This is an optimization exercise on Yosys and OpenROAD, whose aim is small area, not a production implementation.
In this exercise RTL edits were held to simulation tests only and were not proved equivalent to the original.
Power is estimated from default activity; no workload was simulated.

v32:
## mac_ram_output
module mac_ram_output #(
  parameter int unsigned IN_W  = 8,
  parameter int unsigned ACC_W = 19,
  parameter int unsigned DEPTH = 64,
  parameter int unsigned AW    = 6
) (
  input  logic                    clk,
  input  logic                    reset,
  input  logic signed [IN_W-1:0]  inA,
  input  logic signed [IN_W-1:0]  inB,
  input  logic                    clr,
  output logic signed [ACC_W-1:0] out,
  input  logic signed [ACC_W-1:0] wr_data,
  input  logic                    write_enable,
  input  logic [AW-1:0]           rd_addr,
  output logic signed [ACC_W-1:0] rd_data,
  output logic [AW:0]             wr_count,
  output logic                    full
);
Size: about 1200 flip-flops, ~91 I/O pins.
Settings: LEC_CHECK=0, CAP_MARGIN=10, CORE_MARGIN=2, CORE_UTILIZATION=70, CTS_CLUSTER_DIAMETER=100, CTS_CLUSTER_SIZE=30, GPL_TIMING_DRIVEN=0, PLACE_DENSITY=0.8, SETUP_SLACK_MARGIN=0.3, SLEW_MARGIN=10, SYNTH_HIERARCHICAL=1, SYNTH_MINIMUM_KEEP_SIZE=0; clock period 7.0 ns.
standard.sh (not shown) runs the stock make flow with config.mk's settings and CLKGATE_MAP_FILE= SYNTH_SCRIPT=/design/flow/synth_recipe.tcl, a recipe that flattens the netlist after the stock synthesis.
==> flow/flow/run.sh <==
#!/bin/bash
# The standard layout (standard.sh, unchanged synthesis), except that the
# port buffers are buf_1 cells instead of the default delay-buffer choice, and
# the buffers ABC inserted are removed at floorplan (the resizer re-buffers).
export BUFFER_PORTS_ARGS="-buffer_cell sky130_fd_sc_hd__buf_1"
export REMOVE_ABC_BUFFERS=1
bash standard.sh > standard.log 2>&1
Inputs modified between v32 and v45:
# v32
export LEC_CHECK = 0
export CAP_MARGIN = 10
export CORE_MARGIN = 2
export CORE_UTILIZATION = 70
export CTS_CLUSTER_DIAMETER = 100
export CTS_CLUSTER_SIZE = 30
export GPL_TIMING_DRIVEN = 0
export PLACE_DENSITY = 0.8
export SETUP_SLACK_MARGIN = 0.3
export SLEW_MARGIN = 10
export SYNTH_HIERARCHICAL = 1
export SYNTH_MINIMUM_KEEP_SIZE = 0
create_clock -name core_clock -period 7.0 [get_ports {clk}]
# v45
export LEC_CHECK = 0
export CAP_MARGIN = 10
export CORE_MARGIN = 2
export CORE_UTILIZATION = 75
export CTS_CLUSTER_DIAMETER = 100
export CTS_CLUSTER_SIZE = 30
export GPL_TIMING_DRIVEN = 0
export PLACE_DENSITY = 0.85
export SETUP_SLACK_MARGIN = 0.3
export SLEW_MARGIN = 10
export SYNTH_HIERARCHICAL = 1
export SYNTH_MINIMUM_KEEP_SIZE = 0
create_clock -name core_clock -period 7.0 [get_ports {clk}]
Findings:
- v45 completed end to end; final checks failed (negative setup slack).
- v32 → v45: critical path depth level; global-route wire length before repair decreased 2.5%; hold slack essentially unchanged.
- Detailed-route wire length: lower on v45
Inputs modified between v45 and v55:
# v45
export LEC_CHECK = 0
export CAP_MARGIN = 10
export CORE_MARGIN = 2
export CORE_UTILIZATION = 75
export CTS_CLUSTER_DIAMETER = 100
export CTS_CLUSTER_SIZE = 30
export GPL_TIMING_DRIVEN = 0
export PLACE_DENSITY = 0.85
export SETUP_SLACK_MARGIN = 0.3
export SLEW_MARGIN = 10
export SYNTH_HIERARCHICAL = 1
export SYNTH_MINIMUM_KEEP_SIZE = 0
create_clock -name core_clock -period 7.0 [get_ports {clk}]
# v55
export LEC_CHECK = 0
export CAP_MARGIN = 10
export CORE_MARGIN = 2
export CORE_UTILIZATION = 70
export CTS_CLUSTER_DIAMETER = 100
export CTS_CLUSTER_SIZE = 30
export GPL_ROUTABILITY_DRIVEN = 0
export GPL_TIMING_DRIVEN = 0
export PLACE_DENSITY = 0.8
export SETUP_SLACK_MARGIN = 0.3
export SLEW_MARGIN = 10
export SYNTH_HIERARCHICAL = 1
export SYNTH_MINIMUM_KEEP_SIZE = 0
create_clock -name core_clock -period 7.0 [get_ports {clk}]
Results
- v55 finished all stages; the layout is clean.
- Global-route wire length before repair: v55 worse than v45
- Utilization: v55 vs v45 down 4.9 points
- Delta (v55 minus v45): aggregate global-route resource usage decreased by 3.2 points relative to the old numbers; die area increased by 0.0043 sq mm relative to the old numbers; cell count after placement increased by about 1.8% relative to the old numbers; cell area after layout increased by 0.57% relative to the old numbers; wire length increased by 0.42% relative to the old numbers.
- Taking v45 as the reference, in v55 final cycle utilization of the critical path lower, initial cell density of the core lower.
- The slowest cell on the critical path comes out nand3b_1 in one run and nor2_2 in the other, namely in v55 and v45 respectively.
- [v55 vs v45] count of clock-buffer cells in the layout: higher in v55
- Relative to v45, v55 improves final worst-path setup slack.
Inputs modified between v55 and v5:
# v55
export LEC_CHECK = 0
export CAP_MARGIN = 10
export CORE_MARGIN = 2
export CORE_UTILIZATION = 70
export CTS_CLUSTER_DIAMETER = 100
export CTS_CLUSTER_SIZE = 30
export GPL_ROUTABILITY_DRIVEN = 0
export GPL_TIMING_DRIVEN = 0
export PLACE_DENSITY = 0.8
export SETUP_SLACK_MARGIN = 0.3
export SLEW_MARGIN = 10
export SYNTH_HIERARCHICAL = 1
export SYNTH_MINIMUM_KEEP_SIZE = 0
create_clock -name core_clock -period 7.0 [get_ports {clk}]
# v5
export LEC_CHECK = 0
export CAP_MARGIN = 20
export CORE_MARGIN = 2
export CORE_UTILIZATION = 70
export CTS_CLUSTER_DIAMETER = 100
export CTS_CLUSTER_SIZE = 30
export GPL_TIMING_DRIVEN = 0
export PLACE_DENSITY = 0.8
export SETUP_SLACK_MARGIN = 0.3
export SLEW_MARGIN = 20
export SYNTH_HIERARCHICAL = 1
export SYNTH_MINIMUM_KEEP_SIZE = 0
create_clock -name core_clock -period 7.0 [get_ports {clk}]
Results
- v5 vs. v55: wire length on met1 moved up; global routing met3 resource utilization moved down; placed instance area moved up; leakage power moved up.
- Looking at origin of the worst setup path, the rd_addr[0] result is from v55; the rd_addr[2] one comes from v5.
- NOTE: met2 usage in global routing in v5 exceeds that of v55
- Count of plain and timing-repair buffers: higher on v5
- Worst hold slack: v5 vs v55 — no meaningful difference
- Delta (v5 minus v55): synthesis-to-finish area growth shows an increase of 0.43 points, routed wire length saw an increase.
> inputs changed (v5 -> v40)
# v5
export LEC_CHECK = 0
export CAP_MARGIN = 20
export CORE_MARGIN = 2
export CORE_UTILIZATION = 70
export CTS_CLUSTER_DIAMETER = 100
export CTS_CLUSTER_SIZE = 30
export GPL_TIMING_DRIVEN = 0
export PLACE_DENSITY = 0.8
export SETUP_SLACK_MARGIN = 0.3
export SLEW_MARGIN = 20
export SYNTH_HIERARCHICAL = 1
export SYNTH_MINIMUM_KEEP_SIZE = 0
create_clock -name core_clock -period 7.0 [get_ports {clk}]
# v40
export LEC_CHECK = 0
export CAP_MARGIN = 20
export CORE_MARGIN = 2
export CORE_UTILIZATION = 60
export CTS_CLUSTER_DIAMETER = 100
export CTS_CLUSTER_SIZE = 30
export GPL_TIMING_DRIVEN = 0
export PLACE_DENSITY = 0.7
export SETUP_SLACK_MARGIN = 0.2
export SLEW_MARGIN = 20
export SYNTH_HIERARCHICAL = 1
export SYNTH_MINIMUM_KEEP_SIZE = 0
create_clock -name core_clock -period 7.0 [get_ports {clk}]
==> flow/flow/run.sh <==
#!/bin/bash
# The standard layout (standard.sh, unchanged synthesis), except that the
# port buffers are buf_1 cells instead of the default delay-buffer choice.
export BUFFER_PORTS_ARGS="-buffer_cell sky130_fd_sc_hd__buf_1"
bash standard.sh > standard.log 2>&1
Results
Final-stage net count in v40 is about 0.4% above v5.
Higher routing usage on met3 among v40 and v5: v5
Worst-case register-to-register setup slack delta for v40 relative to v5: 60 ps higher
v40 ends up with a number of clock buffers in the layout that is 2 lower than in v5.
Detail-routed via count per cell, v40 and v5: lower on v40
v40 ended with more transition at the pin with the smallest max-transition slack than v5.
v40 -> stages 100% | layout checks FAIL | negative setup slack
Comparing v5 against v40, there is no change at all in CTS H-tree depth.
v40: final-report setup violation count is 1 higher than what v5 reported.

## what the ideal ports hide
Ports are ideal in the flow. The routed layouts listed here were re-timed in OpenROAD.
Step 1, drivers: a clkbuf_16 drives clk and a buf_2 each remaining input, both assumed.
Step 2 also shifts input and output timing later by t, the mid clock arrival at the registers, as if the neighbouring blocks saw the same clock.
a / b / c = ideal / step 1 / step 2; a / b = the first two.
run | t, ns | slack for setup (ns) | worst register clock-pin slew, ns | worst data-port slew with drivers (ns)
v32 | 0.710 | 0.221 / 0.100 / 0.100 | 0.12 / 0.12 | 0.13
v45 | 0.735 | -0.031 / -0.128 / -0.128 | 0.12 / 0.12 | 0.10
v55 | 0.717 | 0.299 / 0.178 / 0.178 | 0.12 / 0.12 | 0.12
v5 | 0.712 | 0.185 / 0.079 / 0.079 | 0.12 / 0.12 | 0.14
v40 | 0.720 | -0.017 / -0.043 / -0.043 | 0.12 / 0.12 | 0.11
